What follows belongs to an exercise in optimizing a design on an open flow for small area and few clock cycles per item; a production flow would make more cautious choices.
Only simulation tests tie the RTL to the original design; equivalence was not proved.
Power is estimated from default activity; no workload was simulated. No driver is modelled on the clock port, so clocking that relies on it looks cheaper here than on a real chip.

==> willow <==
## i2c_slave_buffer_engine
module i2c_slave_buffer_engine #(
  parameter int BUF_DEPTH = BUF_DEPTH_DEFAULT
) (
  input  logic       clk,
  input  logic       rst,
  input  logic       req_valid,
  output logic       req_ready,
  input  logic [3:0] req_func,
  input  logic [7:0] req_bus_byte,
  input  logic [4:0] req_buf_index,
  input  logic [7:0] req_reply_byte,
  input  logic [5:0] req_reply_length,
  output logic       rsp_valid,
  input  logic       rsp_ready,
  output logic       rsp_ack,
  output logic       rsp_tx_valid,
  output logic [7:0] rsp_tx_byte,
  output logic       rsp_hold_clock,
  output logic       rsp_bus_reset,
  output logic       rsp_fault,
  output logic [2:0] rsp_mode,
  output logic       rsp_message_ready,
  output logic [5:0] rsp_rx_count,
  output logic [7:0] rsp_rx_byte,
  input  logic       cfg_valid,
  output logic       cfg_ready,
  input  logic [1:0] cfg_index,
  input  logic [6:0] cfg_value
);
==> module i2csb_aoi22, before the edit <==
module i2csb_aoi22 (
  input  logic a1, a2, b1, b2,
  output logic y
);
  assign y = !((a1 & a2) | (b1 & b2));
endmodule
==> module i2csb_nand11, before the edit <==
module i2csb_nand11 (
  input  logic [10:0] a,
  output logic        y
);
  assign y = !(&a);
endmodule
==> module i2csb_mem, before the edit <==
module i2csb_mem (
  input  logic [31:0] sel,
  input  logic [31:0] data,
  output logic        rdata
);
  logic [10:0] t;
  for (genvar g = 0; g < 10; g++) begin : g_aoi
    i2csb_aoi222 u_aoi (
      .a1 (sel[3*g]),   .a2 (data[3*g]),
      .b1 (sel[3*g+1]), .b2 (data[3*g+1]),
      .c1 (sel[3*g+2]), .c2 (data[3*g+2]),
      .y  (t[g])
    );
  end
  i2csb_aoi22 u_aoi_last (
    .a1 (sel[30]), .a2 (data[30]),
    .b1 (sel[31]), .b2 (data[31]),
    .y  (t[10])
  );
  i2csb_nand11 u_or (
    .a (t),
    .y (rdata)
  );
endmodule
Settings: LEC_CHECK=0, CAP_MARGIN=20, CORE_MARGIN=2, CORE_UTILIZATION=65, PLACE_DENSITY=0.75, SLEW_MARGIN=20, SYNTH_HIERARCHICAL=1; clock period 5.0 ns.
standard.sh (not shown) runs the stock make flow with config.mk's settings and CLKGATE_MAP_FILE= SYNTH_SCRIPT=/design/flow/synth_recipe.tcl, a recipe that flattens the netlist after the stock synthesis.
==> flow/flow/run.sh <==
#!/bin/bash
# The standard layout (the standard.sh, all ORFS steps unchanged) with two
# settings changed: the port buffers use the smallest buffer cell, and clock
# tree synthesis inserts no dummy loads and uses clkbuf_8 with small clusters.
set -euo pipefail
bash standard.sh \
  "BUFFER_PORTS_ARGS=-buffer_cell sky130_fd_sc_hd__buf_1" \
  "CTS_ARGS=-sink_clustering_enable -repair_clock_nets -dont_use_dummy_load -buf_list sky130_fd_sc_hd__clkbuf_8 -sink_clustering_size 20 -sink_clustering_max_diameter 60" \
  finish > standard_flow.log 2>&1
==> quartz (differences from willow) <==
--- a/flow/design.v
+++ b/flow/design.v
@@ -190,33 +190,30 @@
 );
   logic [6:0] own_address;
   logic [5:0] rx_limit;
   logic       reply_preloaded;
   logic [2:0] mode;
   logic [2:0] mode_next;
   logic [5:0] rx_cursor;
   logic [5:0] rx_cursor_next;
-  logic       rc_zero;           
-  logic       rc_zero_next;
-  logic [4:0] rc_last;           
-  logic [4:0] rc_last_next;
+  logic [5:0] reply_count;
+  logic [5:0] reply_count_next;
   logic [4:0] tx_last;           
   logic [4:0] tx_last_next;
-  logic [4:0] tx_inc;
+  logic [5:0] tx_cursor;
   logic       b_valid;
-  logic       b_ack, b_tx_valid;
-  logic       b_f;               
-  logic       b_t;               
-  logic       b_tx_sel, b_rx_sel;
+  logic       b_ack, b_tx_valid, b_bus_reset, b_fault, b_tx_sel, b_rx_sel;
   logic [4:0] b_rx_index;
   logic       n_ack, n_tx_valid, n_bus_reset, n_fault, n_tx_sel, n_rx_sel;
   logic       accept;
   logic       rx_we;
   logic       reply_we;
+  logic [5:0] rx_cap;
+  logic [5:0] rlen_cap;
   logic [7:0] rx_rd;
   logic [7:0] reply_rd;
   assign cfg_ready = 1'b1;
   always_ff @(posedge clk) begin
     if (rst) begin
       own_address     <= '0;
       rx_limit        <= 6'd32;
       reply_preloaded <= 1'b0;
@@ -226,39 +223,40 @@
         CFG_RX_LIMIT:        rx_limit        <= cfg_value[5:0];
         CFG_REPLY_PRELOADED: reply_preloaded <= cfg_value[0];
         default: ;
       endcase
     end
   end
   assign req_ready = !b_valid || rsp_ready;
   assign accept    = req_valid && req_ready;
-  assign tx_inc    = tx_last + 5'd1;
+  assign rx_cap    = (rx_limit > 6'd32) ? 6'd32 : rx_limit;
+  assign rlen_cap  = (req_reply_length > 6'd32) ? 6'd32 : req_reply_length;
+  assign tx_cursor = {1'b0, tx_last} + 6'd1;
   always_comb begin
     mode_next        = mode;
     rx_cursor_next   = rx_cursor;
-    rc_zero_next     = rc_zero;
-    rc_last_next     = rc_last;
+    reply_count_next = reply_count;
     tx_last_next     = tx_last;
     rx_we            = 1'b0;
     reply_we         = 1'b0;
     n_ack            = 1'b0;
     n_tx_valid       = 1'b0;
     n_bus_reset      = 1'b0;
     n_fault          = 1'b0;
     n_tx_sel         = 1'b0;
     n_rx_sel         = 1'b0;
     case (req_func)
       FUNC_ADDR: begin
         if (req_bus_byte[7:1] == own_address) begin
           n_ack = 1'b1;
           if (req_bus_byte[0]) begin
             if (mode == MODE_RECEIVED) begin
               if (reply_preloaded) begin
-                if (!rc_zero) begin
+                if (reply_count != '0) begin
                   tx_last_next = '0;
                   n_tx_valid   = 1'b1;
                   n_tx_sel     = 1'b1;
                   mode_next    = MODE_SENDING;
                 end else begin
                   n_fault = 1'b1;
                 end
               end else begin
@@ -269,84 +267,83 @@
             end
           end else begin
             rx_cursor_next = '0;
             mode_next      = MODE_RECEIVING;
           end
         end
       end
       FUNC_RXDATA: begin
-        if (!rx_cursor[5] && rx_cursor < rx_limit) begin
+        if (rx_cursor < rx_cap) begin
           rx_we          = 1'b1;
           rx_cursor_next = rx_cursor + 6'd1;
         end
         n_ack = 1'b1;
       end
       FUNC_STOP: mode_next = MODE_RECEIVED;
       FUNC_TXDONE: begin
         n_tx_valid = 1'b1;
-        if (!rc_zero && tx_last < rc_last) begin
+        if (tx_cursor < reply_count) begin
           n_tx_sel     = 1'b1;
-          tx_last_next = tx_inc;
-          if (tx_inc == rc_last) begin
+          tx_last_next = tx_cursor[4:0];
+          if (tx_cursor + 6'd1 >= reply_count) begin
             mode_next = MODE_IDLE;
           end
         end
       end
       FUNC_ERRSTOP: ;
       FUNC_ARBLOST: mode_next = MODE_IDLE;
       FUNC_LOADREPLY: reply_we = 1'b1;
       FUNC_STARTREPLY: begin
         if (mode != MODE_RECEIVED && mode != MODE_READ_PENDING) begin
           n_fault = 1'b1;
         end
-        rc_zero_next     = (req_reply_length == '0);
-        rc_last_next     = req_reply_length[5] ? 5'd31 : req_reply_length[4:0] - 5'd1;
+        reply_count_next = rlen_cap;
         tx_last_next     = '0;
         mode_next        = MODE_SENDING;
         n_ack            = 1'b1;
         n_tx_valid       = 1'b1;
-        if (req_reply_length != '0) begin
+        if (rlen_cap != '0) begin
           n_tx_sel = 1'b1;
         end else begin
           n_fault = 1'b1;
         end
       end
       FUNC_READRX: n_rx_sel = 1'b1;
       default: n_bus_reset = 1'b1;
     endcase
   end
   always_ff @(posedge clk) begin
     if (rst) begin
       mode        <= MODE_IDLE;
       rx_cursor   <= '0;
-      rc_zero     <= 1'b1;
-      rc_last     <= '0;
+      reply_count <= '0;
       tx_last     <= '0;
     end else if (accept) begin
       mode        <= mode_next;
       rx_cursor   <= rx_cursor_next;
-      rc_zero     <= rc_zero_next;
-      rc_last     <= rc_last_next;
+      reply_count <= reply_count_next;
       tx_last     <= tx_last_next;
     end
   end
   always_ff @(posedge clk) begin
     if (rst) begin
       b_valid <= 1'b0;
     end else if (req_ready) begin
       b_valid <= req_valid;
     end
   end
   always_ff @(posedge clk) begin
     if (accept) begin
       b_ack       <= n_ack;
       b_tx_valid  <= n_tx_valid;
-      b_f         <= n_fault || n_rx_sel;
-      b_t         <= n_tx_sel || n_bus_reset;
+      b_bus_reset <= n_bus_reset;
+      b_fault     <= n_fault;
+      b_tx_sel    <= n_tx_sel;
+      b_rx_sel    <= n_rx_sel;
       b_rx_index  <= req_buf_index;
     end
   end
   logic [7:0]  rx_mem [32];
   logic [7:0]  reply_mem [32];
   logic [31:0] rx_wsel;
   logic [31:0] reply_wsel;
   logic [31:0] rx_rsel;
@@ -368,22 +365,20 @@
     logic [31:0] reply_col;
     for (genvar r = 0; r < 32; r++) begin : g_bit
       assign rx_col[r]    = rx_mem[r][c];
       assign reply_col[r] = reply_mem[r][c];
     end
     i2csb_mem u_rx_rd    (.sel (rx_rsel),    .data (rx_col),    .rdata (rx_rd[c]));
     i2csb_mem u_reply_rd (.sel (reply_rsel), .data (reply_col), .rdata (reply_rd[c]));
   end
-  assign b_tx_sel = b_t && b_tx_valid;
-  assign b_rx_sel = b_f && !b_ack;
   assign rsp_valid         = b_valid;
   assign rsp_ack           = b_ack;
   assign rsp_tx_valid      = b_tx_valid;
   assign rsp_tx_byte       = reply_rd;
   assign rsp_hold_clock    = (mode == MODE_READ_PENDING);
-  assign rsp_bus_reset     = b_t && !b_tx_valid;
-  assign rsp_fault         = b_f && b_ack;
+  assign rsp_bus_reset     = b_bus_reset;
+  assign rsp_fault         = b_fault;
   assign rsp_mode          = mode;
   assign rsp_message_ready = (mode == MODE_RECEIVED);
   assign rsp_rx_count      = rx_cursor;
   assign rsp_rx_byte       = rx_rd;
 endmodule
==> flow/run.sh (new file) <==
#!/bin/bash
# synth_recipe.tcl (not shown) runs the flow's synth.tcl, then flattens the netlist and writes it again
# the make line also repeats each setting of config.mk as NAME=value (left out here)
make -C /OpenROAD-flow-scripts/flow DESIGN_CONFIG=/design/flow/config.mk WORK_HOME=/design/flow/orfs CLKGATE_MAP_FILE= SYNTH_SCRIPT=/design/flow/synth_recipe.tcl finish
CORE_UTILIZATION = 40   (was 65)
PLACE_DENSITY = 0.6   (was 0.75)
removed: flow/flow/run.sh
removed: flow/standard.sh
==> umber (differences from willow) <==
--- a/flow/design.v
+++ b/flow/design.v
@@ -117,50 +117,60 @@
   assign y = !(a | b);
 endmodule
 module i2csb_aoi222 (
   input  logic a1, a2, b1, b2, c1, c2,
   output logic y
 );
   assign y = !((a1 & a2) | (b1 & b2) | (c1 & c2));
 endmodule
-module i2csb_aoi22 (
-  input  logic a1, a2, b1, b2,
+module i2csb_or_tail (
+  input  logic [9:0] a,
+  input  logic       a1, a2, b1, b2,
+  output logic       y
+);
+  logic [2:0] u;
+  logic       v;
+  i2csb_nand4 u_n0 (.a (a[0]), .b (a[1]), .c (a[2]), .d (a[3]), .y (u[0]));
+  i2csb_nand4 u_n1 (.a (a[4]), .b (a[5]), .c (a[6]), .d (a[7]), .y (u[1]));
+  i2csb_nand2 u_n2 (.a (a[8]), .b (a[9]), .y (u[2]));
+  i2csb_or3   u_o  (.a (u[0]), .b (u[1]), .c (u[2]), .y (v));
+  i2csb_a221o u_ao (.a1 (a1), .a2 (a2), .b1 (b1), .b2 (b2), .c (v), .y (y));
+endmodule
+module i2csb_or3 (
+  input  logic a, b, c,
   output logic y
 );
-  assign y = !((a1 & a2) | (b1 & b2));
+  assign y = a | b | c;
 endmodule
-module i2csb_nand11 (
-  input  logic [10:0] a,
-  output logic        y
+module i2csb_a221o (
+  input  logic a1, a2, b1, b2, c,
+  output logic y
 );
-  assign y = !(&a);
+  assign y = (a1 & a2) | (b1 & b2) | c;
 endmodule
 module i2csb_mem (
   input  logic [31:0] sel,
   input  logic [31:0] data,
   output logic        rdata
 );
-  logic [10:0] t;
+  logic [9:0] t;
   for (genvar g = 0; g < 10; g++) begin : g_aoi
     i2csb_aoi222 u_aoi (
       .a1 (sel[3*g]),   .a2 (data[3*g]),
       .b1 (sel[3*g+1]), .b2 (data[3*g+1]),
       .c1 (sel[3*g+2]), .c2 (data[3*g+2]),
       .y  (t[g])
     );
   end
-  i2csb_aoi22 u_aoi_last (
+  i2csb_or_tail u_or (
+    .a  (t),
     .a1 (sel[30]), .a2 (data[30]),
     .b1 (sel[31]), .b2 (data[31]),
-    .y  (t[10])
-  );
-  i2csb_nand11 u_or (
-    .a (t),
-    .y (rdata)
+    .y  (rdata)
   );
 endmodule
 import i2csb_pkg::*;
 module i2c_slave_buffer_engine #(
   parameter int BUF_DEPTH = BUF_DEPTH_DEFAULT
 ) (
   input  logic       clk,
   input  logic       rst,
==> flow/flow/run.sh (replaced) <==
#!/bin/bash
# The standard layout (the standard.sh, all ORFS steps unchanged) with two
# settings changed: the port buffers use the smallest buffer cell, and clock
# tree synthesis inserts no dummy loads and uses clkbuf_16 with clusters of 30.
set -euo pipefail
bash standard.sh \
  "BUFFER_PORTS_ARGS=-buffer_cell sky130_fd_sc_hd__buf_1" \
  "CTS_ARGS=-sink_clustering_enable -repair_clock_nets -dont_use_dummy_load -buf_list sky130_fd_sc_hd__clkbuf_16 -sink_clustering_size 30 -sink_clustering_max_diameter 100" \
  finish > standard_flow.log 2>&1
==> tundra (differences from willow) <==
--- a/flow/design.v
+++ b/flow/design.v
@@ -190,33 +190,32 @@
 );
   logic [6:0] own_address;
   logic [5:0] rx_limit;
   logic       reply_preloaded;
   logic [2:0] mode;
   logic [2:0] mode_next;
   logic [5:0] rx_cursor;
   logic [5:0] rx_cursor_next;
-  logic       rc_zero;           
-  logic       rc_zero_next;
-  logic [4:0] rc_last;           
-  logic [4:0] rc_last_next;
+  logic [5:0] reply_count;
+  logic [5:0] reply_count_next;
   logic [4:0] tx_last;           
   logic [4:0] tx_last_next;
-  logic [4:0] tx_inc;
+  logic [5:0] tx_cursor;
   logic       b_valid;
   logic       b_ack, b_tx_valid;
   logic       b_f;               
   logic       b_t;               
   logic       b_tx_sel, b_rx_sel;
   logic [4:0] b_rx_index;
   logic       n_ack, n_tx_valid, n_bus_reset, n_fault, n_tx_sel, n_rx_sel;
   logic       accept;
   logic       rx_we;
   logic       reply_we;
+  logic [5:0] rlen_cap;
   logic [7:0] rx_rd;
   logic [7:0] reply_rd;
   assign cfg_ready = 1'b1;
   always_ff @(posedge clk) begin
     if (rst) begin
       own_address     <= '0;
       rx_limit        <= 6'd32;
       reply_preloaded <= 1'b0;
@@ -226,39 +225,39 @@
         CFG_RX_LIMIT:        rx_limit        <= cfg_value[5:0];
         CFG_REPLY_PRELOADED: reply_preloaded <= cfg_value[0];
         default: ;
       endcase
     end
   end
   assign req_ready = !b_valid || rsp_ready;
   assign accept    = req_valid && req_ready;
-  assign tx_inc    = tx_last + 5'd1;
+  assign rlen_cap  = req_reply_length[5] ? 6'd32 : req_reply_length;
+  assign tx_cursor = {1'b0, tx_last} + 6'd1;
   always_comb begin
     mode_next        = mode;
     rx_cursor_next   = rx_cursor;
-    rc_zero_next     = rc_zero;
-    rc_last_next     = rc_last;
+    reply_count_next = reply_count;
     tx_last_next     = tx_last;
     rx_we            = 1'b0;
     reply_we         = 1'b0;
     n_ack            = 1'b0;
     n_tx_valid       = 1'b0;
     n_bus_reset      = 1'b0;
     n_fault          = 1'b0;
     n_tx_sel         = 1'b0;
     n_rx_sel         = 1'b0;
     case (req_func)
       FUNC_ADDR: begin
         if (req_bus_byte[7:1] == own_address) begin
           n_ack = 1'b1;
           if (req_bus_byte[0]) begin
             if (mode == MODE_RECEIVED) begin
               if (reply_preloaded) begin
-                if (!rc_zero) begin
+                if (reply_count != '0) begin
                   tx_last_next = '0;
                   n_tx_valid   = 1'b1;
                   n_tx_sel     = 1'b1;
                   mode_next    = MODE_SENDING;
                 end else begin
                   n_fault = 1'b1;
                 end
               end else begin
@@ -278,33 +277,32 @@
           rx_we          = 1'b1;
           rx_cursor_next = rx_cursor + 6'd1;
         end
         n_ack = 1'b1;
       end
       FUNC_STOP: mode_next = MODE_RECEIVED;
       FUNC_TXDONE: begin
         n_tx_valid = 1'b1;
-        if (!rc_zero && tx_last < rc_last) begin
+        if (tx_cursor < reply_count) begin
           n_tx_sel     = 1'b1;
-          tx_last_next = tx_inc;
-          if (tx_inc == rc_last) begin
+          tx_last_next = tx_cursor[4:0];
+          if (tx_cursor + 6'd1 >= reply_count) begin
             mode_next = MODE_IDLE;
           end
         end
       end
       FUNC_ERRSTOP: ;
       FUNC_ARBLOST: mode_next = MODE_IDLE;
       FUNC_LOADREPLY: reply_we = 1'b1;
       FUNC_STARTREPLY: begin
         if (mode != MODE_RECEIVED && mode != MODE_READ_PENDING) begin
           n_fault = 1'b1;
         end
-        rc_zero_next     = (req_reply_length == '0);
-        rc_last_next     = req_reply_length[5] ? 5'd31 : req_reply_length[4:0] - 5'd1;
+        reply_count_next = rlen_cap;
         tx_last_next     = '0;
         mode_next        = MODE_SENDING;
         n_ack            = 1'b1;
         n_tx_valid       = 1'b1;
         if (req_reply_length != '0) begin
           n_tx_sel = 1'b1;
         end else begin
           n_fault = 1'b1;
@@ -313,24 +311,22 @@
       FUNC_READRX: n_rx_sel = 1'b1;
       default: n_bus_reset = 1'b1;
     endcase
   end
   always_ff @(posedge clk) begin
     if (rst) begin
       mode        <= MODE_IDLE;
       rx_cursor   <= '0;
-      rc_zero     <= 1'b1;
-      rc_last     <= '0;
+      reply_count <= '0;
       tx_last     <= '0;
     end else if (accept) begin
       mode        <= mode_next;
       rx_cursor   <= rx_cursor_next;
-      rc_zero     <= rc_zero_next;
-      rc_last     <= rc_last_next;
+      reply_count <= reply_count_next;
       tx_last     <= tx_last_next;
     end
   end
   always_ff @(posedge clk) begin
     if (rst) begin
       b_valid <= 1'b0;
     end else if (req_ready) begin
       b_valid <= req_valid;
==> flow/run.sh (new file) <==
#!/bin/bash
# synth_recipe.tcl (not shown) runs the flow's synth.tcl, then flattens the netlist and writes it again
# the make line also repeats each setting of config.mk as NAME=value (left out here)
make -C /OpenROAD-flow-scripts/flow DESIGN_CONFIG=/design/flow/config.mk WORK_HOME=/design/flow/orfs CLKGATE_MAP_FILE= SYNTH_SCRIPT=/design/flow/synth_recipe.tcl finish
CTS_BUF_LIST = sky130_fd_sc_hd__clkbuf_16   (was unset)
CTS_CLUSTER_DIAMETER = 100   (was unset)
CTS_CLUSTER_SIZE = 30   (was unset)
removed: flow/flow/run.sh
removed: flow/standard.sh
==> qor summary <==
Most Crowded Layer GR: umber met2; tundra met2; quartz met2; willow met1
Max Fanout on Critical Path: umber 15; tundra 11; quartz 12; willow 8
Worst EP arrival: umber 3470 ps; tundra 3920 ps; quartz 3700 ps; willow 3420 ps
Via count normalized by instance count: umber 7.276; tundra 7.165; quartz 6.071; willow 7.170
Worst supply voltage drop on vdd: umber 0.3902 mV; tundra 0.2698 mV; quartz 0.3118 mV; willow 0.2718 mV
Via count: umber 12,711; tundra 12,962; quartz 12,956; willow 12,655
First element of the critical path: umber tx_last[2]; tundra tx_last[3]; quartz tx_last[0]; willow b_ack
Compound-Gate Fraction of Synth Area: umber 10.66%; tundra 10.82%; quartz 10.56%; willow 10.82%
Adder-cell area share of the yosys netlist: umber 0.7774%; tundra 1.245%; quartz 1.179%; willow 0.7752%
Post-route design area: umber 0.02233 mm²; tundra 0.02310 mm²; quartz 0.02467 mm²; willow 0.02235 mm²
Total stage count of the critical path: umber 8; tundra 7; quartz 7; willow 7
# clock sinks: umber 556; tundra 556; quartz 558; willow 556
Effective utilization at floorplan: umber 66.13%; tundra 66.39%; quartz 40.39%; willow 66.32%
Area taken by multi-input logic gates: umber 0.004372 mm²; tundra 0.004543 mm²; quartz 0.004577 mm²; willow 0.004427 mm²
Status: umber finished clean; tundra finished clean; quartz finished clean; willow finished clean
# rows: umber 65; tundra 65; quartz 84; willow 65
Clock slew at reported path FFs: umber 110 ps; tundra 110 ps; quartz 60 ps; willow 70 ps
Sequential-cell power consumption: umber 5.10 mW; tundra 5.10 mW; quartz 5.13 mW; willow 5.10 mW
Unique cell type count in the Yosys netlist: umber 63; tundra 60; quartz 65; willow 63
Testbench counts of willow, summed over its fixed seeds: cycles 37,060, items 32,308.
Testbench counts of quartz, summed over its fixed seeds: cycles 37,060, items 32,308.
Testbench counts of umber, summed over its fixed seeds: cycles 37,060, items 32,308.
Testbench counts of tundra, summed over its fixed seeds: cycles 37,060, items 32,308.

[re-timing with driven ports]
In the flow no input, the clock included, has a driving cell. The finished layouts below were timed again as built, in two steps.
Step 1 assumes that a clkbuf_16 drives the clock port and a buf_2 every other input.
Step 2, shift: input delay + t, output delay - t, t = (earliest + latest rising clock arrival at the registers) / 2. This alone moves slack from input paths to output paths.
a / b / c = ideal / step 1 / step 2; a / b = the first two.
run | t (ns) | slack for setup (ns) | clock arrival spread, ns | cell pins on the clock port's net
willow | 0.605 | 0.583 / 0.534 / 1.140 | 0.041 / 0.041 | 1
quartz | 0.653 | 0.301 / 0.247 / 0.846 | 0.027 / 0.027 | 1
umber | 0.579 | 0.531 / 0.483 / 1.062 | 0.044 / 0.044 | 1
tundra | 0.611 | 0.085 / 0.033 / 0.645 | 0.027 / 0.027 | 1
After both steps setup and hold are still met in every run listed.
